Source: an optimization exercise on an open RTL-to-GDS flow (aim: small area). Production flows keep margins and buffers that such runs may drop.
The RTL was checked by simulation tests, not by an equivalence proof against the original design.
Power is estimated from default activity; no workload was simulated.

<file path="design/flow/config.mk">
export PLATFORM = sky130hd
export DESIGN_NAME = trig_seq_ctrl
export DESIGN_NICKNAME = trig_seq_ctrl
export VERILOG_FILES = /design/flow/design.v
export SDC_FILE = /design/flow/constraint.sdc
export NUM_CORES = 4
export LEC_CHECK = 0
export CAP_MARGIN = 20
export CORE_MARGIN = 2
export CORE_UTILIZATION = 40
export SLEW_MARGIN = 20
</file>
<file path="design/flow/constraint.sdc">
create_clock -name core_clock -period 12.0 [get_ports {clk}]
set_input_delay 2.4000 -clock core_clock [delete_from_list [all_inputs] [get_ports {clk}]]
set_output_delay 2.4000 -clock core_clock [all_outputs]
set_load 0.01 [all_outputs]
</file>
<file path="design/flow/design.v">
`timescale 1ns/1ps
module trig_seq_ctrl #(
    parameter int N_CH  = 4,
    parameter int CNT_W = 32,
    parameter int NUM_W = 16
) (
    input  logic                   clk,
    input  logic                   rst_n,
    input  logic                   trigger_in,
    input  logic                   sw_trig,
    input  logic [1:0]             cfg_edge_mode,
    input  logic [N_CH-1:0]        cfg_ch_en,
    input  logic [N_CH*CNT_W-1:0]  cfg_delay,
    input  logic [N_CH*CNT_W-1:0]  cfg_cycle,
    input  logic [N_CH*CNT_W-1:0]  cfg_width,
    input  logic [N_CH*NUM_W-1:0]  cfg_pic_num,
    input  logic                   ovr_clr,
    output logic [N_CH-1:0]        trig_to_camera,
    output logic [N_CH-1:0]        trig_to_core,
    output logic [N_CH-1:0]        busy,
    output logic [N_CH-1:0]        overrun
);
    localparam logic [CNT_W-1:0] CNT_ONE  = 1;
    localparam logic [CNT_W-1:0] DLY_END  = {{(CNT_W-1){1'b1}}, 1'b0};
    localparam logic [NUM_W-1:0] NUM_ONE  = 1;
    logic sync1, sync2, sync_prev, hw_evt, hw_edge, evt;
    always_ff @(posedge clk or negedge rst_n) begin
        if (!rst_n) begin
            sync1     <= 1'b0;
            sync2     <= 1'b0;
            sync_prev <= 1'b0;
            hw_evt    <= 1'b0;
        end else begin
            sync1     <= trigger_in;
            sync2     <= sync1;
            sync_prev <= sync2;
            hw_evt    <= hw_edge;
        end
    end
    always_comb begin
        hw_edge = 1'b0;
        case (cfg_edge_mode)
            2'b00:   hw_edge = sync2 & ~sync_prev;
            2'b01:   hw_edge = ~sync2 & sync_prev;
            2'b10:   hw_edge = sync2 ^ sync_prev;
            default: hw_edge = 1'b0;
        endcase
    end
    assign evt = hw_evt | sw_trig;
    for (genvar i = 0; i < N_CH; i++) begin : g_ch
        logic             busy_q, cam_q, core_q, ovr_q;
        logic             dly_q, shrt_q;
        logic [CNT_W-1:0] cnt, w_q, c_q;
        logic [NUM_W-1:0] p_q;
        logic [CNT_W-1:0] cfg_d, cfg_c, cfg_w;
        logic [NUM_W-1:0] cfg_p;
        logic             d_zero, en, go, run, eq_w, eq_c, d_end, p_last, hi_end, start;
        assign cfg_d  = cfg_delay[i*CNT_W +: CNT_W];
        assign cfg_c  = cfg_cycle[i*CNT_W +: CNT_W];
        assign cfg_w  = cfg_width[i*CNT_W +: CNT_W];
        assign cfg_p  = cfg_pic_num[i*NUM_W +: NUM_W];
        assign en     = cfg_ch_en[i];
        assign d_zero = (cfg_d == '0);
        assign eq_w   = (cnt == w_q);
        assign eq_c   = (cnt == c_q);
        assign d_end  = (cnt == DLY_END);
        assign p_last = (p_q == NUM_ONE);
        assign go     = !busy_q && evt && en && (cfg_p != '0);
        assign run    = busy_q && en;
        assign hi_end = cam_q && eq_w;
        assign start  = (go && d_zero) ||
                        (run && (dly_q ? d_end : (!cam_q && (eq_c || shrt_q))));
        always_ff @(posedge clk or negedge rst_n) begin
            if (!rst_n) begin
                busy_q <= 1'b0;
                cam_q  <= 1'b0;
                core_q <= 1'b0;
                ovr_q  <= 1'b0;
            end else begin
                busy_q <= go || (run && !(hi_end && p_last));
                cam_q  <= start || (run && cam_q && !eq_w);
                core_q <= start;
                ovr_q  <= (evt && busy_q) || (ovr_q && !ovr_clr);
            end
        end
        always_ff @(posedge clk) begin
            if (busy_q) begin
                dly_q  <= dly_q && !d_end;
                shrt_q <= cam_q && (shrt_q || eq_c);
                cnt    <= start ? CNT_ONE : cnt + CNT_ONE;
                p_q    <= p_q - {{(NUM_W-1){1'b0}}, hi_end};
            end else begin
                dly_q  <= !d_zero;
                shrt_q <= 1'b0;
                cnt    <= d_zero ? CNT_ONE : ~cfg_d;
                w_q    <= {cfg_w[CNT_W-1:1], cfg_w[0] | (cfg_w[CNT_W-1:1] == '0)};
                c_q    <= {cfg_c[CNT_W-1:1], cfg_c[0] | (cfg_c[CNT_W-1:1] == '0)};
                p_q    <= cfg_p;
            end
        end
        assign trig_to_camera[i] = cam_q;
        assign trig_to_core[i]   = core_q;
        assign busy[i]           = busy_q;
        assign overrun[i]        = ovr_q;
    end
endmodule
</file>
<file path="design/flow/run.sh">
#!/bin/bash
# synth_recipe.tcl (not shown) runs the flow's synth.tcl, then flattens the netlist and writes it again
# the make line also repeats each setting of config.mk as NAME=value (left out here)
make -C /OpenROAD-flow-scripts/flow DESIGN_CONFIG=/design/flow/config.mk WORK_HOME=/design/flow/orfs CLKGATE_MAP_FILE= SYNTH_SCRIPT=/design/flow/synth_recipe.tcl finish
</file>
==> parameters.txt, run 1 <==
Parameter                              Value

Run status
  Outcome ... complete, no violations

Synth
  Library cell with the largest summed area after synthesis ... edfxtp_1
  Seq/Total Area, Yosys ... 0.546
  Synth top area share ... 0.344
  Post-synth ARST share ... 0.0420
  Most used flip-flop cell after synthesis ... edfxtp_1
  Most frequent cell after synthesis ... xor2_1
  Top cells by area, synth ... edfxtp_1 34%, dfxtp_1 18%, xor2_1 12%, xnor2_1 5.1%, nor4_1 5.0%
  Syn_area_per_cell ... 11.1 sq um
  Post-synthesis cell area ... 0.0223 sq mm
  Synthesis Warnings ... 1
  Netlist cell types ... 58
  Synthesis-stage register bit count ... 476
  Synthesized Nets ... 2483
  Number of enable-type register cells in the synthesized netlist ... 256
  Cell types with the highest counts after synthesis ... 296 x xor2_1, 256 x edfxtp_1, 200 x dfxtp_1, 177 x nor4_1, 129 x xnor2_1
  Gate count of the mapped netlist ... 2006

Clock network
  Number of buffers created by CTS ... 52
  CTS tree ... built
  Clock-pin transition on the worst setup and hold timing paths ... 60 ps
  Largest buffer count on any clock path ... 3
  Clk sink count ... 476
  Hold buffers post-CTS ... 0
  Buffers inserted during post-CTS setup optimization ... 0
  Total number of H-tree levels ... 2
  Source-to-sink clock delay at the later pin of the worst-skew pair ... 600 ps
  CTS root buf ... clkbuf_16
  Post-cts sizing count ... 0

Placed design
  Cell total after placement ... 3109
  RePlAce Congestion ... 0.914
  Port-buffer cells ... 474
  Setup WS pre-CTS ... 7230 ps
  Final HPWL from detailed placement ... 57.5 mm

Layout
  Final net count ... 2892
  Area growth from synthesis to layout ... 31.6%
  FILL cells ... 4935
  Area occupied by multi-input gates ... 0.00936 sq mm
  Share of post-route cells with drive strength above 1 ... 0.0622
  Register cell area after layout ... 0.0122 sq mm
  Finished Layout Cells ... 3213

Job
  Maxcap violations ... 0

Critical path
  Data required time of the critical path ... 9600 ps
  Category of the most critical setup path ... reg2out
  Worst-path fanout max ... 39
  Data arrival, critical path ... 1850 ps
  Kind of start point of the critical path ... register
  Kind of capture point of the worst setup path ... primary output

Floorplan
  Die W ... 240 microns
  Vertical extent of the die ... 240 microns
  Placeable core region ... 0.0551 sq mm
  Total Die Area ... 0.0577 sq mm
  Number of rows in the core area ... 86
  Ports placed on the boundary ... 475
  Effective utilization at floorplan ... 0.405

Timing
  Worst setup margin ... 7750 ps
  Worst-Margin Slew ... 915 ps
  Final clock period utilization by the worst path ... 0.354
  Setup repair after global routing missed its margin ... no
  Period minus WS final ... 4250 ps
  Setup Skew ... 32.7 ps
  Achievable clock frequency ... 235 MHz
  Total negative slack ... 0 ps
  Final number of setup-violating endpoints ... 0
  Max-slew headroom ... 0.390
  Final Max Tran Viols ... 0
  Count of final hold-check violations ... 0

Global routing
  Largest net degree at the start of global routing ... 72
  Number of antenna violations at the first check in global routing ... 15
  All-Layer GR Usage ... 0.247
  Global-route wire length before repair ... 105 mm
  Number of global-route vias before repair ... 17.5k
  Remaining global-route overflow ... 0

Drt
  Wire length per cell after detailed routing ... 22.7 microns
  Pre-Repair DR Iteration Count ... 5
  Via-per-instance ratio ... 5.42
  Violation count after the first detailed-routing iteration ... 1504
  Total number of vias ... 17.4k
  Antenna viol nets, final ... 0
  Total wirelength of the detailed-routed design ... 73.0 mm
  DRC errors left ... 0

Power and ir drop
  P_leak ... 0.0103 uW
  Ratio of total power to cell area ... 168 mW/mm^2
  Peak supply drop ... 0.000126 V

Worst hold path
  Min-Delay Path Class ... reg2reg
per-layer routing:
| metal | track usage | wire length (microns) | up-vias |
|---|---|---|---|
| li1 | - | - | 8193 |
| met1 | 0.308 | 29200 | 8339 |
| met2 | 0.418 | 35400 | 717 |
| met3 | 0.0555 | 5850 | 131 |
| met4 | 0.0935 | 2390 | 20 |
| met5 | 0 | 130 | - |
path summary, 6_finish.rpt:
path	from	depth (start not counted)	endpoint	slack [ps]
max	g_ch[2].busy_q	2	busy[2]	7750
min	sync1	0	sync2	350
max reg2reg	g_ch[2].cnt[14]	12	g_ch[2].p_q[12]	8400
min reg2reg	sync1	0	sync2	350
max in group asynchronous	rst_n	1	sync_prev	9710
min in group asynchronous	rst_n	1	g_ch[0].busy_q	1840
final cells by class:
cell class	instances	share of cell area
multi-input combinational	1361	0.319
timing repair buffer	488	0.165
tap	748	0.0319
clock inverter	18	0.00874
inverter	36	0.00460
clock buffer	80	0.0552
sequential	476	0.415
antenna	6	0.000511
through the flow:
step           utilization  power (uW)  hold WS [ps]  area, sq um
2_1_floorplan            -        2800           331        22300
3_3_place_gp         0.499        3200           340        27500
3_5_place_dp         0.499        3220           335        27500
4_1_cts              0.533        4950           348        29300
5_1_grt              0.533        5120           359        29300
6_report             0.533        4920           347        29400
cells in the final DEF, fill, tap and decap left out, types with 10 or more instances in the layout:
| master | count |
|---|---|
| nand4_1 | 91 |
| ha_1 | 18 |
| and3_1 | 17 |
| o22ai_1 | 94 |
| buf_4 | 14 |
| nor2_1 | 125 |
| edfxtp_1 | 256 |
| nor4_1 | 177 |
| and2_1 | 10 |
| nand3_1 | 72 |
| o21ai_0 | 14 |
| and4_1 | 15 |
| o22ai_2 | 31 |
| clkdlybuf4s50_1 | 473 |
| clkbuf_16 | 56 |
| dfxtp_1 | 200 |
| inv_1 | 32 |
| nand2_1 | 98 |
| clkbuf_1 | 11 |
| dfrtp_1 | 20 |
| a21oi_1 | 53 |
| nor3_1 | 33 |
| clkbuf_8 | 13 |
| xnor2_1 | 129 |
| xor2_1 | 296 |
cells by family (layout without fill, tap and decap cells):
family	Yosys count	in the layout	synth area share
simple gates	675	675	0.164
flops	476	476	0.546
xor+xnor	425	425	0.167
compound gates	242	242	0.0766
buf+inv	169	622	0.0354
fa+ha+maj	18	18	0.0101
mux	1	1	0.000449
other cells	0	6	0
critical path: stages, from the launching register on:
cell and delay (ps):
dfrtp_1 320, buf_4 340, clkdlybuf4s50_1 610
registers in the layout, indices dropped and copies added (netlist names):
signal / count
g_ch.ovr_q: 4
g_ch.cnt: 128
g_ch.dly_q: 4
g_ch.busy_q: 4
hw_evt: 1
sync_prev: 1
g_ch.c_q: 128
g_ch.cam_q: 4
sync2: 1
sync1: 1
g_ch.w_q: 128
g_ch.core_q: 4
g_ch.shrt_q: 4
g_ch.p_q: 64
where the power goes:
group	internal [uW]	total (uW)	switching (uW)	leakage (uW)
Combinational	446	888	442	0.00489
Sequential	1990	2300	314	0.00451
Clock	1060	1730	669	0.000915
Total	3490	4920	1430	0.0103
==> run 2, diff against run 1 <==
--- a/design/flow/design.v
+++ b/design/flow/design.v
@@ -23,3 +23,2 @@
     localparam logic [CNT_W-1:0] CNT_ONE  = 1;
-    localparam logic [CNT_W-1:0] DLY_END  = {{(CNT_W-1){1'b1}}, 1'b0};
     localparam logic [NUM_W-1:0] NUM_ONE  = 1;
@@ -63,5 +62,5 @@
         assign d_zero = (cfg_d == '0);
-        assign eq_w   = (cnt == w_q);
-        assign eq_c   = (cnt == c_q);
-        assign d_end  = (cnt == DLY_END);
+        assign eq_w   = (cnt[CNT_W-1:1] == w_q[CNT_W-1:1]) && (cnt[0] || !w_q[0]);
+        assign eq_c   = (cnt[CNT_W-1:1] == c_q[CNT_W-1:1]) && (cnt[0] || !c_q[0]);
+        assign d_end  = &cnt[CNT_W-1:1];
         assign p_last = (p_q == NUM_ONE);
@@ -95,4 +94,4 @@
                 cnt    <= d_zero ? CNT_ONE : ~cfg_d;
-                w_q    <= {cfg_w[CNT_W-1:1], cfg_w[0] | (cfg_w[CNT_W-1:1] == '0)};
-                c_q    <= {cfg_c[CNT_W-1:1], cfg_c[0] | (cfg_c[CNT_W-1:1] == '0)};
+                w_q    <= cfg_w;
+                c_q    <= cfg_c;
                 p_q    <= cfg_p;
==> design/flow/flow/run.sh (new file) <==
#!/bin/bash
# Standard ORFS layout (standard synthesis unchanged) with two changes:
#  - port buffers are the smallest buffer, buf_1, instead of the resizer's default pick;
#  - CTS adds no dummy loads and clusters more sinks per (smaller) clock buffer.
set -euo pipefail
export BUFFER_PORTS_ARGS="-buffer_cell sky130_fd_sc_hd__buf_1"
export CTS_ARGS="-sink_clustering_enable -repair_clock_nets -dont_use_dummy_load -buf_list {sky130_fd_sc_hd__clkbuf_8} -sink_clustering_size 16 -sink_clustering_max_diameter 150"
bash standard.sh finish > make_finish.log 2>&1
==> design/flow/standard.sh (new file) <==
#!/bin/bash
# synth_recipe.tcl (not shown) runs the flow's synth.tcl, then flattens the netlist and writes it again
# the make line also repeats each setting of config.mk as NAME=value (left out here)
make -C /OpenROAD-flow-scripts/flow DESIGN_CONFIG=/design/flow/config.mk WORK_HOME=/design/flow/orfs CLKGATE_MAP_FILE= SYNTH_SCRIPT=/design/flow/synth_recipe.tcl "${@:-finish}"
--- a/design/flow/config.mk
+++ b/design/flow/config.mk
@@ -9,3 +9,4 @@
 export CORE_MARGIN = 2
-export CORE_UTILIZATION = 40
+export CORE_UTILIZATION = 60
+export PLACE_DENSITY = 0.7
 export SLEW_MARGIN = 20
removed: design/flow/run.sh
==> run 2 against run 1 <==
Net effect: area after synthesis is 4.2% lower; via count decreased by 7.9%; count of clock-buffer cells in the layout fell by 45; non-clock buffer count unchanged; core utilization grew 14 points; die area is 36% lower; critical path depth shrank 1; clock skew shrank 2.5 ps; register-to-register slack got worse by 420 ps; final cell count is 14% lower; critical endpoint unchanged.
==> parameters.txt, run 2 <==
Parameter                              Value

Timing
  Final clock period utilization by the worst path ... 0.344 (-0.0100)
  Setup Skew ... 30.2 ps (-2.50 ps)
  Total negative slack ... 0 ps (unchanged)
  Setup repair after global routing missed its margin ... no
  Worst-Margin Slew ... 939 ps (+23.8 ps)
  Max-slew headroom ... 0.374 (-0.0160)
  Final number of setup-violating endpoints ... 0 (unchanged)
  Final Max Tran Viols ... 0 (unchanged)
  Period minus WS final ... 4130 ps (-120 ps)
  Achievable clock frequency ... 242 MHz (+2.9%)
  Post-Route Hold Slack ... 367 ps (+19.8 ps)
  Count of final hold-check violations ... 0 (unchanged)

Power and ir drop
  Ratio of total power to cell area ... 161 mW/mm^2 (-3.9%)
  Combinational fraction of design power ... 0.197 (+0.017)
  Power Internal ... 2620 uW (-25%)
  Share of total power consumed by net switching ... 0.317 (+0.0268)
  Clock share of power ... 0.199 (-0.152)
  Net switching component of the power ... 1210 uW (-15%)
  Peak supply drop ... 0.000123 V (-2.3%)
  P_leak ... 0.00790 uW (-23%)
  Overall power of the completed layout ... 3830 uW (-22%)
  Relative contribution of sequential cells to total power ... 0.603 (+0.135)

Drt
  Total number of vias ... 16.0k (-7.9%)
  DRC errors left ... 0 (unchanged)
  Wire length per cell after detailed routing ... 20.9 microns (-7.9%)
  Pre-Repair DR Iteration Count ... 5 (unchanged)
  Violation count after the first detailed-routing iteration ... 1294 (-14%)
  Total wirelength of the detailed-routed design ... 57.8 mm (-21%)
  Antenna viol nets, final ... 0 (unchanged)
  Via-per-instance ratio ... 5.80 (+7.1%)

Layout
  Highest-count cells in the layout ignoring fill and taps ... 473 x buf_1, 256 x edfxtp_1, 214 x xnor2_1
  Share of post-route cells with drive strength above 1 ... 0.0323 (-0.0299)
  Most common library cell in the layout ignoring fill and taps ... buf_1
  Area occupied by multi-input gates ... 0.00844 sq mm (-9.8%)
  Final core occ ... 0.673 (+0.140)
  Register cell area after layout ... 0.0122 sq mm (about the same)
  Final net count ... 2766 (-4.4%)
  Registers with the most flip-flops ... g_ch.c_q: 128 flops, g_ch.cnt: 128 flops, g_ch.w_q: 128 flops
  Area growth from synthesis to layout ... 11.1%
  Finished Layout Cells ... 2763 (-14%)
  FILL cells ... 2810 (-43%)

Critical path
  Category of cells accounting for the largest share of critical-path delay ... flip-flops
  Largest stage delay on the critical path ... 790 ps (+180 ps)
  CP Buf/Inv Count ... 1 (-1)
  Category of the most critical setup path ... reg2out
  Levels on crit path ... 1 (-1)
  Series of cell instances along the critical path ... buf_1
  Data arrival, critical path ... 1730 ps (-120 ps)
  Worst-path fanout max ... 38 (-2.6%)
  Length in cells of the worst reg-to-reg path ... 12 (unchanged)
  Kind of capture point of the worst setup path ... primary output
  Kind of start point of the critical path ... register
  Worst-path cell with the longest stage delay ... dfrtp_2
  Data required time of the critical path ... 9600 ps (about the same)

Floorplan
  Total Die Area ... 0.0372 sq mm (-36%)
  Effective utilization at floorplan ... 0.606 (+0.200)
  Number of rows in the core area ... 69 (-20%)
  Ports placed on the boundary ... 475 (unchanged)
  Placeable core region ... 0.0353 sq mm (-36%)
  Vertical extent of the die ... 193 microns (-20%)
  Die W ... 193 microns (-20%)

Placed design
  Port-buffer cells ... 474 (unchanged)
  RePlAce Congestion ... 0.938 (+2.7%)
  Cell total after placement ... 2717 (-13%)
  Final HPWL from detailed placement ... 44.5 mm (-23%)

Synth
  Synthesis-stage register bit count ... 476 (unchanged)
  Number of enable-type register cells in the synthesized netlist ... 256 (unchanged)
  Top cells by area, synth ... edfxtp_1 36%, dfxtp_1 19%, xnor2_1 8.8%, xor2_1 8.2%, o22ai_1 3.7%
  Synthesis Warnings ... 1 (unchanged)
  Gate count of the mapped netlist ... 1894 (-5.6%)
  Post-synthesis cell area ... 0.0214 sq mm (-4.2%)
  Post-synth ARST share ... 0.0420 (unchanged)
  Synth top area share ... 0.360 (+0.0151)
  Most used flip-flop cell after synthesis ... edfxtp_1
  Netlist cell types ... 62 (+6.9%)
  Syn_area_per_cell ... 11.3 sq um (+1.5%)
  Synthesized Nets ... 2367 (-4.7%)
  Cell types with the highest counts after synthesis ... 256 x edfxtp_1, 214 x xnor2_1, 201 x xor2_1, 200 x dfxtp_1, 126 x o22ai_1
  Library cell with the largest summed area after synthesis ... edfxtp_1
  Seq/Total Area, Yosys ... 0.570 (+0.0239)
  Most frequent cell after synthesis ... edfxtp_1

Clock network
  Post-cts sizing count ... 0 (unchanged)
  Buffers inserted during post-CTS setup optimization ... 0 (unchanged)
  Largest buffer count on any clock path ... 3 (unchanged)
  Number of buffers created by CTS ... 35 (-33%)
  Clock-pin transition on the worst setup and hold timing paths ... 100 ps (+40 ps)
  Total number of H-tree levels ... 2 (unchanged)
  CTS root buf ... clkbuf_8
  Source-to-sink clock delay at the later pin of the worst-skew pair ... 600 ps (about the same)
  Hold buffers post-CTS ... 0 (unchanged)
  Clk sink count ... 476 (unchanged)
  CTS tree ... built

Worst hold path
  Min-Delay Path Class ... reg2reg
  Depth of the worst hold-timing path ... 0 (unchanged)

Job
  Maxcap violations ... 0 (unchanged)

Global routing
  Number of global-route vias before repair ... 15.5k (-11%)
  All-Layer GR Usage ... 0.306 (+0.0585)
  Largest net degree at the start of global routing ... 72 (unchanged)
  Remaining global-route overflow ... 0 (unchanged)
  Number of antenna violations at the first check in global routing ... 20 (+5)
  Global-route wire length before repair ... 85.2 mm (-19%)

Run status
  Outcome ... complete, no violations
==> run 2: changes by cell type in the layout (fill, tap and decap cells not counted), sizes merged, moves of 13 or more <==
cell / change
nor2: -13
buf: +472
xnor2: +85
xor2: -95
nor4: -86
clkbuf: -44
clkdlybuf4s50: -473
==> run 2: final timing paths <==
kind	start	to	slack, ps
worst max-delay path	g_ch[2].busy_q	busy[2]	7870
worst min-delay path	sync1	sync2	370
worst max register to register	g_ch[2].cnt[8]	g_ch[2].p_q[10]	7980
worst min register to register	sync1	sync2	370
max in group asynchronous	rst_n	g_ch[2].busy_q	9750
min in group asynchronous	rst_n	g_ch[2].core_q	1800
==> run 2: layout make-up <==
class | instances | share of cell area
antenna | 11 | 0.00116
timing repair buffer | 488 | 0.0794
inverter | 42 | 0.00664
sequential | 476 | 0.513
clock buffer | 35 | 0.0203
tap | 461 | 0.0243
multi-input combinational | 1250 | 0.355
==> run 2: routing by layer <==
| layer | share of wire | track usage |
|---|---|---|
| met1 | 0.39 | 0.388 |
| met2 | 0.48 | 0.507 |
| met3 | 0.087 | 0.0680 |
| met4 | 0.035 | 0.124 |
| met5 | 0.0024 | 0 |
==> run 2: logic make-up after synthesis <==
group,Yosys count,synth area share
AOI/OAI and AO/OA,244,0.0708
xor gates and xnor gates,415,0.170
adders and majority gates,14,0.00819
buffers and inverters,168,0.0359
DFF,476,0.570
muxes,1,0.000468
and+or+nand+nor,576,0.144
==> run 2: power groups by stage <==
stage	sequential (uW)	combinational [uW]	clock, uW
final	2310	755	763
after global routing	2340	834	834
after CTS	2300	754	780
after detailed placement	2340	747	0
after global placement	2340	729	0
after floorplan	2160	666	0
==> run 2: per-stage QoR <==
step                setup WS, ps  area, sq um
global route                7630        23700
floorplan                   8320        21400
detailed placement          7330        23200
finish                      7870        23800
CTS                         7500        23700
global placement            7420        23200
==> run 3, diff against run 2 <==
==> design/flow/flow/run.sh (replaced) <==
#!/bin/bash
# Standard ORFS layout (standard synthesis unchanged) with two changes:
#  - port buffers are the smallest buffer, buf_1, instead of the resizer's default pick;
#  - CTS does not add dummy loads and uses smaller clock buffers.
set -euo pipefail
export BUFFER_PORTS_ARGS="-buffer_cell sky130_fd_sc_hd__buf_1"
export CTS_ARGS="-sink_clustering_enable -repair_clock_nets -dont_use_dummy_load -buf_list {sky130_fd_sc_hd__clkbuf_4 sky130_fd_sc_hd__clkbuf_8}"
bash standard.sh finish > make_finish.log 2>&1
--- a/design/flow/config.mk
+++ b/design/flow/config.mk
@@ -9,4 +9,3 @@
 export CORE_MARGIN = 2
-export CORE_UTILIZATION = 60
-export PLACE_DENSITY = 0.7
+export CORE_UTILIZATION = 40
 export SLEW_MARGIN = 20
==> run 3 against run 2 <==
Net effect: count of clock-buffer cells in the layout up 46; clock skew up 27 ps; still clean on timing, DRC and antenna; maximum frequency is 4.9% higher; register-to-register slack improved by 90 ps; critical path type is now reg2reg; clock power rose by 55%; global-route usage fell by 8.9 points; sequential cell count unchanged; final cell count increased by 9.6%; cell area grew 3.8%; power is 11% higher; largest cell class unchanged.
==> parameters.txt, run 3 <==
Parameter                              Value

Critical path
  Category of the most critical setup path ... reg2reg
  Worst-path cell with the longest stage delay ... nor4_1
  Kind of capture point of the worst setup path ... register
  Cell seen most often among critical-path stages ... nor4_1
  Largest stage delay on the critical path ... 670 ps (-120 ps)
  Worst-path fanout max ... 4 (-89%)
  Data required time of the critical path ... 12550 ps (+2950 ps)
  Data arrival, critical path ... 4480 ps (+2750 ps)
  Kind of start point of the critical path ... register
  Series of cell instances along the critical path ... xor2_1, nor4_1, nand4_1, nor4_1, and2_1, ha_1, ha_1, nand3b_1, nor4_1, nand2_1, xor2_1, a21oi_1

Synth
  Post-synth ARST share ... 0.0420 (unchanged)
  Most used flip-flop cell after synthesis ... edfxtp_1
  Synth top area share ... 0.360 (unchanged)
  Synthesis Warnings ... 1 (unchanged)
  Number of enable-type register cells in the synthesized netlist ... 256 (unchanged)
  Post-synthesis cell area ... 0.0214 sq mm (unchanged)
  Gate count of the mapped netlist ... 1894 (unchanged)
  Synthesis-stage register bit count ... 476 (unchanged)
  Syn_area_per_cell ... 11.3 sq um (unchanged)
  Cell types with the highest counts after synthesis ... 256 x edfxtp_1, 214 x xnor2_1, 201 x xor2_1, 200 x dfxtp_1, 126 x o22ai_1
  Synthesized Nets ... 2367 (unchanged)
  Top cells by area, synth ... edfxtp_1 36%, dfxtp_1 19%, xnor2_1 8.8%, xor2_1 8.2%, o22ai_1 3.7%
  Seq/Total Area, Yosys ... 0.570 (unchanged)
  Most frequent cell after synthesis ... edfxtp_1
  Netlist cell types ... 62 (unchanged)
  Library cell with the largest summed area after synthesis ... edfxtp_1

Placed design
  Cell total after placement ... 2945 (+8.4%)
  RePlAce Congestion ... 0.894 (-4.7%)
  Port-buffer cells ... 474 (unchanged)
  Setup WS pre-CTS ... 7550 ps (+213 ps)
  Final HPWL from detailed placement ... 47.0 mm (+5.6%)
  Instance area after placement ... 0.0235 sq mm (+1.3%)

Global routing
  Remaining global-route overflow ... 0 (unchanged)
  Global-route wire length before repair ... 93.0 mm (+9.1%)
  Number of global-route vias before repair ... 16.3k (+5.0%)
  All-Layer GR Usage ... 0.216 (-0.0892)
  Number of antenna violations at the first check in global routing ... 2 (-90%)
  Largest net degree at the start of global routing ... 71 (-1.4%)

Timing
  Max-slew headroom ... 0.387 (+0.0126)
  Post-Route Hold Slack ... 349 ps (-17.9 ps)
  Final clock period utilization by the worst path ... 0.328 (-0.0161)
  Setup repair after global routing missed its margin ... no
  Final number of setup-violating endpoints ... 0 (unchanged)
  Period minus WS final ... 3930 ps (-194 ps)
  Count of final hold-check violations ... 0 (unchanged)
  Total negative slack ... 0 ps (unchanged)
  Final Max Tran Viols ... 0 (unchanged)
  Worst-Margin Slew ... 920 ps (-18.8 ps)
  Setup Skew ... 57.4 ps (+27.3 ps)
  Worst setup margin ... 8070 ps (+194 ps)
  Achievable clock frequency ... 254 MHz (+4.9%)

Floorplan
  Placeable core region ... 0.0527 sq mm (+49%)
  Ports placed on the boundary ... 475 (unchanged)
  Effective utilization at floorplan ... 0.406 (-0.199)
  Number of rows in the core area ... 84 (+22%)
  Vertical extent of the die ... 235 microns (+22%)
  Die W ... 235 microns (+22%)
  Total Die Area ... 0.0553 sq mm (+49%)

Clock network
  Total number of H-tree levels ... 3 (+1)
  Largest buffer count on any clock path ... 3 (unchanged)
  Buffers inserted during post-CTS setup optimization ... 0 (unchanged)
  Post-cts sizing count ... 0 (unchanged)
  Source-to-sink clock delay at the later pin of the worst-skew pair ... 640 ps (+40 ps)
  Clock-pin transition on the worst setup and hold timing paths ... 60 ps (-40 ps)
  Clk sink count ... 476 (unchanged)
  CTS tree ... built
  CTS root buf ... clkbuf_8
  Number of buffers created by CTS ... 81 (+130%)
  Hold buffers post-CTS ... 0 (unchanged)

Layout
  Post-route cell area ... 0.0247 sq mm (+3.8%)
  Share of post-route cells with drive strength above 1 ... 0.0513 (+0.0190)
  Final net count ... 2813 (+1.7%)
  Finished Layout Cells ... 3028 (+9.6%)
  Most common library cell in the layout ignoring fill and taps ... buf_1
  Highest-count cells in the layout ignoring fill and taps ... 473 x buf_1, 256 x edfxtp_1, 214 x xnor2_1
  Area growth from synthesis to layout ... 15.3%
  FILL cells ... 4927 (+75%)
  Registers with the most flip-flops ... g_ch.c_q: 128 flops, g_ch.cnt: 128 flops, g_ch.w_q: 128 flops

Drt
  Pre-Repair DR Iteration Count ... 6 (+1)
  Antenna viol nets, final ... 0 (unchanged)
  Total wirelength of the detailed-routed design ... 61.1 mm (+5.8%)
  Via-per-instance ratio ... 5.39 (-7.1%)
  DRC errors left ... 0 (unchanged)
  Total number of vias ... 16.3k (+1.8%)
  Violation count after the first detailed-routing iteration ... 1170 (-9.6%)
  Wire length per cell after detailed routing ... 20.2 microns (-3.5%)

Power and ir drop
  Combinational fraction of design power ... 0.181 (-0.016)
  Clock share of power ... 0.276 (+0.077)
  Relative contribution of sequential cells to total power ... 0.543 (-0.060)
  P_leak ... 0.00824 uW (+4.3%)
  Share of total power consumed by net switching ... 0.306 (-0.0101)
  Ratio of total power to cell area ... 173 mW/mm^2 (+7.1%)
  Power Internal ... 2950 uW (+13%)
  Peak supply drop ... 0.000112 V (-9.2%)
  Net switching component of the power ... 1300 uW (+7.7%)

Worst hold path
  Min-Delay Path Class ... reg2reg

Job
  Maxcap violations ... 0 (unchanged)

Run status
  Outcome ... complete, no violations
[run 3: cell counts after synthesis]
No cell type changed its count.
[run 3: kinds of logic after synthesis]
logic type,share of synthesized area
DFF,0.570
xor gates and xnor gates,0.170
muxes,0.000468
buffers and inverters,0.0359
and+or+nand+nor,0.144
AOI/OAI and AO/OA,0.0708
adders and majority gates,0.00819
[run 3: layer usage]
metal  GRT usage  wire length [microns]  vias up
met2       0.359                  29400      611
met5           0                      0        -
met1       0.286                  26300     7840
met4      0.0706                   1550        0
met3      0.0392                   3950       99
li1            -                      -     7756
[run 3: worst paths after layout]
path / start / end / slack [ps] / depth (start not counted)
hold / removal: sync1 / sync2 / 350 / 0
min in group asynchronous: rst_n / g_ch[0].busy_q / 1820 / 1
setup reg to reg: g_ch[2].cnt[27] / g_ch[2].p_q[10] / 8070 / 12
max in group asynchronous: rst_n / g_ch[1].busy_q / 9660 / 1
setup / recovery: g_ch[2].cnt[27] / g_ch[2].p_q[10] / 8070 / 12
hold reg to reg: sync1 / sync2 / 350 / 0
[run 3: area by class of cell]
type	count	area, sq um	area share
Tap cell	688	861	0.0349
Multi-Input combinational cell	1250	8440	0.342
Timing Repair Buffer	489	1890	0.0768
Inverter	42	158	0.00639
Antenna cell	2	5.00	0.000203
Clock buffer	81	1110	0.0452
Sequential cell	476	12200	0.494
[run 3: worst max-delay path: cells and delay by family, from the launching register on]
family	cells	cell delay, ps
adders and majority gates	2	470
and+or+nand+nor	7	2430
AOI/OAI and AO/OA	1	140
xor gates and xnor gates	2	300
DFF	1	500
[run 3: through the flow]
stage	utilization	power (uW)
finish	0.468	4260
detailed placement	0.447	3110
floorplan	-	2830
global route	0.468	4470
global placement	0.447	3080
CTS	0.468	4290
[run 3: power groups by stage]
stage / Combinational (uW) / Sequential (uW) / Clock, uW
after floorplan: 666 / 2160 / 0
after detailed placement: 766 / 2340 / 0
final: 771 / 2310 / 1180
after global placement: 750 / 2330 / 0
after global routing: 851 / 2340 / 1270
after CTS: 772 / 2310 / 1210
==> run 4, diff against run 3 <==
--- a/design/flow/design.v
+++ b/design/flow/design.v
@@ -56,2 +56,20 @@
         logic             d_zero, en, go, run, eq_w, eq_c, d_end, p_last, hi_end, start;
+        logic [CNT_W-1:0] cnt_inc;
+        logic [NUM_W-1:0] p_dec;
+        always_comb begin
+            logic c;
+            c = 1'b1;
+            for (int k = 0; k < CNT_W; k++) begin
+                cnt_inc[k] = cnt[k] ^ c;
+                c          = c & cnt[k];
+            end
+        end
+        always_comb begin
+            logic b;
+            b = hi_end;
+            for (int k = 0; k < NUM_W; k++) begin
+                p_dec[k] = p_q[k] ^ b;
+                b        = b & ~p_q[k];
+            end
+        end
         assign cfg_d  = cfg_delay[i*CNT_W +: CNT_W];
@@ -88,4 +106,4 @@
                 shrt_q <= cam_q && (shrt_q || eq_c);
-                cnt    <= start ? CNT_ONE : cnt + CNT_ONE;
-                p_q    <= p_q - {{(NUM_W-1){1'b0}}, hi_end};
+                cnt    <= start ? CNT_ONE : cnt_inc;
+                p_q    <= p_dec;
             end else begin
==> design/flow/flow/run.sh (replaced) <==
#!/bin/bash
# Standard ORFS layout (standard synthesis unchanged) with two changes:
#  - port buffers are the smallest buffer, buf_1, instead of the resizer's default pick;
#  - CTS adds no dummy loads and clusters more sinks per (smaller) clock buffer.
set -euo pipefail
export BUFFER_PORTS_ARGS="-buffer_cell sky130_fd_sc_hd__buf_1"
export CTS_ARGS="-sink_clustering_enable -repair_clock_nets -dont_use_dummy_load -buf_list {sky130_fd_sc_hd__clkbuf_8} -sink_clustering_size 16 -sink_clustering_max_diameter 150"
bash standard.sh finish > make_finish.log 2>&1
--- a/design/flow/config.mk
+++ b/design/flow/config.mk
@@ -9,3 +9,4 @@
 export CORE_MARGIN = 2
-export CORE_UTILIZATION = 40
+export CORE_UTILIZATION = 60
+export PLACE_DENSITY = 0.7
 export SLEW_MARGIN = 20
==> run 4 against run 3 <==
Net effect: maximum frequency is 38% lower; cell area is 4.2% lower; highest routed layer is now met5; clock skew is 5.7 ps higher; worst hold slack better by 11 ps; final cell count is 13% lower; sequential share of layout area is 2.2 points higher; sequential power is 4% lower; still clean on timing, DRC and antenna; die area is 34% lower; via count is 8.0% lower; non-clock buffer count is 3 lower; critical endpoint is now g_ch[2].cnt[31]; area after synthesis is 1.4% lower.
==> parameters.txt, run 4 <==
Parameter                              Value

Placed design
  RePlAce Congestion ... 0.922 (+3.2%)
  Final HPWL from detailed placement ... 42.9 mm (-8.7%)
  Instance area after placement ... 0.0231 sq mm (-1.8%)
  Setup WS pre-CTS ... 5750 ps (-1800 ps)
  Port-buffer cells ... 474 (unchanged)

Critical path
  Worst setup slack for register-to-register paths ... 5690 ps (-2380 ps)
  Startpoint of the worst-slack reg-to-reg timing path ... g_ch[2].cnt[1]
  Length in cells of the worst reg-to-reg path ... 32 (+20)
  Category of the most critical setup path ... reg2reg
  Worst-path fanout max ... 4 (unchanged)
  Data arrival, critical path ... 6770 ps (+2290 ps)
  Kind of start point of the critical path ... register
  Worst-path cell with the longest stage delay ... dfxtp_1
  Cell seen most often among critical-path stages ... ha_1
  Launching instance or port of the critical path ... g_ch[2].cnt[1]
  Data required time of the critical path ... 12470 ps (-80 ps)
  Kind of capture point of the worst setup path ... register
  FF-to-FF End ... g_ch[2].cnt[31]
  Largest stage delay on the critical path ... 380 ps (-290 ps)

Global routing
  All-Layer GR Usage ... 0.296 (+0.0795)
  Largest net degree at the start of global routing ... 87 (+23%)
  Number of global-route vias before repair ... 14.8k (-9.3%)
  Global-route wire length before repair ... 81.5 mm (-12%)
  Remaining global-route overflow ... 0 (unchanged)
  Number of antenna violations at the first check in global routing ... 9 (+7)

Worst hold path
  Destination of the worst hold path ... sync2
  Hold path startpoint ... sync1
  Min-Delay Path Class ... reg2reg
  Depth of the worst hold-timing path ... 0 (unchanged)

Synth
  Number of enable-type register cells in the synthesized netlist ... 256 (unchanged)
  Syn_area_per_cell ... 12.3 sq um (+8.7%)
  Seq/Total Area, Yosys ... 0.578 (+0.00792)
  Post-synthesis cell area ... 0.0211 sq mm (-1.4%)
  Top cells by area, synth ... edfxtp_1 36%, dfxtp_1 19%, ha_1 11%, xor2_1 9.1%, nor4_1 3.7%
  Most frequent cell after synthesis ... edfxtp_1
  Library cell with the largest summed area after synthesis ... edfxtp_1
  Synthesized Nets ... 2359 (-0.34%)
  Synthesis-stage register bit count ... 476 (unchanged)
  Gate count of the mapped netlist ... 1718 (-9.3%)
  Synthesis Warnings ... 1 (unchanged)
  Netlist cell types ... 41 (-34%)
  Most used flip-flop cell after synthesis ... edfxtp_1
  Cell types with the highest counts after synthesis ... 256 x edfxtp_1, 219 x xor2_1, 200 x dfxtp_1, 182 x ha_1, 130 x nand2_1
  Post-synth ARST share ... 0.0420 (unchanged)
  Synth top area share ... 0.365 (+0.00499)

Clock network
  Source-to-sink clock delay at the later pin of the worst-skew pair ... 590 ps (-50 ps)
  Clock-pin transition on the worst setup and hold timing paths ... 100 ps (+40 ps)
  CTS tree ... built
  Post-cts sizing count ... 0 (unchanged)
  Clk sink count ... 476 (unchanged)
  Largest buffer count on any clock path ... 3 (unchanged)
  CTS root buf ... clkbuf_8
  Hold buffers post-CTS ... 0 (unchanged)
  Total number of H-tree levels ... 2 (-1)
  Buffers inserted during post-CTS setup optimization ... 0 (unchanged)
  Number of buffers created by CTS ... 35 (-57%)

Layout
  Share of post-route cells with drive strength above 1 ... 0.0318 (-0.0195)
  Highest-count cells in the layout ignoring fill and taps ... 473 x buf_1, 256 x edfxtp_1, 219 x xor2_1
  Post-route cell area ... 0.0236 sq mm (-4.2%)
  Most common library cell in the layout ignoring fill and taps ... buf_1
  Final core occ ... 0.684 (+0.216)
  FILL cells ... 2688 (-45%)
  Final net count ... 2811 (-0.071%)
  Registers with the most flip-flops ... g_ch.c_q: 128 flops, g_ch.cnt: 128 flops, g_ch.w_q: 128 flops
  Area growth from synthesis to layout ... 12.0%

Timing
  Period minus WS final ... 6310 ps (+2380 ps)
  Setup repair after global routing missed its margin ... no
  Count of final hold-check violations ... 0 (unchanged)
  Achievable clock frequency ... 158 MHz (-38%)
  Final Max Tran Viols ... 0 (unchanged)
  Final clock period utilization by the worst path ... 0.526 (+0.198)
  Setup Skew ... 63.1 ps (+5.71 ps)
  Max-slew headroom ... 0.304 (-0.0825)
  Final number of setup-violating endpoints ... 0 (unchanged)
  Total negative slack ... 0 ps (unchanged)
  Worst-Margin Slew ... 1040 ps (+124 ps)
  Worst setup margin ... 5690 ps (-2380 ps)
  Post-Route Hold Slack ... 359 ps (+10.7 ps)

Drt
  Wire length per cell after detailed routing ... 20.9 microns (+3.5%)
  Total wirelength of the detailed-routed design ... 54.9 mm (-10%)
  Pre-Repair DR Iteration Count ... 5 (-1)
  Violation count after the first detailed-routing iteration ... 1133 (-3.2%)
  Total number of vias ... 15.0k (-8.0%)
  DRC errors left ... 0 (unchanged)
  Via-per-instance ratio ... 5.71 (+6.0%)
  Antenna viol nets, final ... 0 (unchanged)

Floorplan
  Number of rows in the core area ... 68 (-19%)
  Total Die Area ... 0.0367 sq mm (-34%)
  Ports placed on the boundary ... 475 (unchanged)
  Placeable core region ... 0.0345 sq mm (-34%)
  Vertical extent of the die ... 191 microns (-19%)
  Die W ... 191 microns (-19%)
  Effective utilization at floorplan ... 0.610 (+0.204)

Run status
  Outcome ... complete, no violations

Job
  Maxcap violations ... 0 (unchanged)

Power and ir drop
  Peak supply drop ... 0.000128 V (+14%)
  P_leak ... 0.00943 uW (+14%)
  Ratio of total power to cell area ... 154 mW/mm^2 (-11%)
## run 4: cell types whose count changed after synthesis, sizes merged, moves of 26 or more
| cell | delta |
|---|---|
| o2bb2ai | +30 |
| nand4 | -35 |
| nor3 | -26 |
| nor2 | -42 |
| nor4 | +29 |
| nand3 | -53 |
| xnor2 | -177 |
| ha | +168 |
| inv | +38 |
| clkbuf | -35 |
| o22ai | -32 |
| nand2 | +40 |
## run 4: final cells by class
type | count | area (sq um) | share of cell area
flip-flops and latches | 476 | 12200 | 0.516
multi-input cells | 1091 | 8190 | 0.347
repair buffers | 486 | 1870 | 0.0792
well taps | 455 | 569 | 0.0241
clock buffers | 35 | 482 | 0.0204
inverters | 80 | 302 | 0.0128
diodes | 7 | 17.5 | 0.000741
## run 4: per-layer routing
metal  up-vias  part of all wire  track usage
met5         -           0.00042            0
met4         4             0.031       0.0976
met3        98             0.080       0.0553
met2       611              0.48        0.498
met1      7085              0.40        0.385
li1       7211                 -            -
## run 4: per-stage QoR
stage	cells	total power (uW)
detailed placement	2588	2910
CTS	2623	3640
floorplan	1718	2640
finish	2630	3630
global placement	2588	2890
global route	2630	3800
## run 4: critical path: cells and delay by family (launching register included)
| kind | cells | cell delay, ps |
|---|---|---|
| DFF | 1 | 380 |
| adders and majority gates | 30 | 5500 |
| xor gates and xnor gates | 1 | 120 |
| AOI/OAI and AO/OA | 1 | 200 |
## run 4: report_power, final
group	internal [uW]	total (uW)	switching [uW]
registers	1980	2210	221
clock network	264	752	488
logic	277	671	394
total	2530	3630	1100
## run 4: cell families (layout without fill, tap and decap cells)
kind of cell | Yosys count | after routing | synth area share
adder cells (fa/ha/maj) | 182 | 182 | 0.108
AND/OR/NAND/NOR | 418 | 418 | 0.0999
XOR/XNOR | 256 | 256 | 0.106
AO/OA/AOI/OAI | 234 | 234 | 0.0730
other | 0 | 7 | 0
flip-flops | 476 | 476 | 0.578
multiplexers | 1 | 1 | 0.000475
buffers and inverters | 151 | 601 | 0.0342
## run 4: worst max-delay path by stage
| stage | end | slack (ps) |
|---|---|---|
| floorplan | g_ch[0].cnt[31] | 6110 |
| global placement | g_ch[3].cnt[31] | 5830 |
| detailed placement | g_ch[3].cnt[31] | 5750 |
| CTS | g_ch[2].cnt[31] | 5690 |
| global route | g_ch[0].cnt[31] | 5290 |
| finish | g_ch[2].cnt[31] | 5690 |

what the ideal ports hide:
The results above use ideal ports. As a check the final layouts listed here were re-extracted and re-timed, cells and wires unchanged. Step 1 assumes that a clkbuf_16 drives the clock port and a buf_2 every other input. Step 2, shift: input delay + t, output delay - t, t = (earliest + latest rising clock arrival at the registers) / 2. This alone moves slack from input paths to output paths. a / b / c = no drivers / after step 1 / after step 2; a / b = the first two.
run | t (ns) | setup WS [ns] | hold WS [ns] | worst setup path after step 2
run 1 | 0.643 | 7.752 / 7.693 / 7.208 | 0.347 / 0.347 / 0.347 | input to register
run 2 | 0.649 | 7.872 / 7.821 / 7.306 | 0.367 / 0.367 / 0.367 | input to register
run 3 | 0.669 | 8.066 / 8.066 / 7.484 | 0.349 / 0.349 / 0.349 | input to register
run 4 | 0.613 | 5.691 / 5.691 / 5.691 | 0.359 / 0.359 / 0.359 | register to register
After both steps setup and hold are still met in every run listed. The setup slack of run 3, which loses most, moves by 0.000 ns with the drivers and by -0.582 ns with both steps.
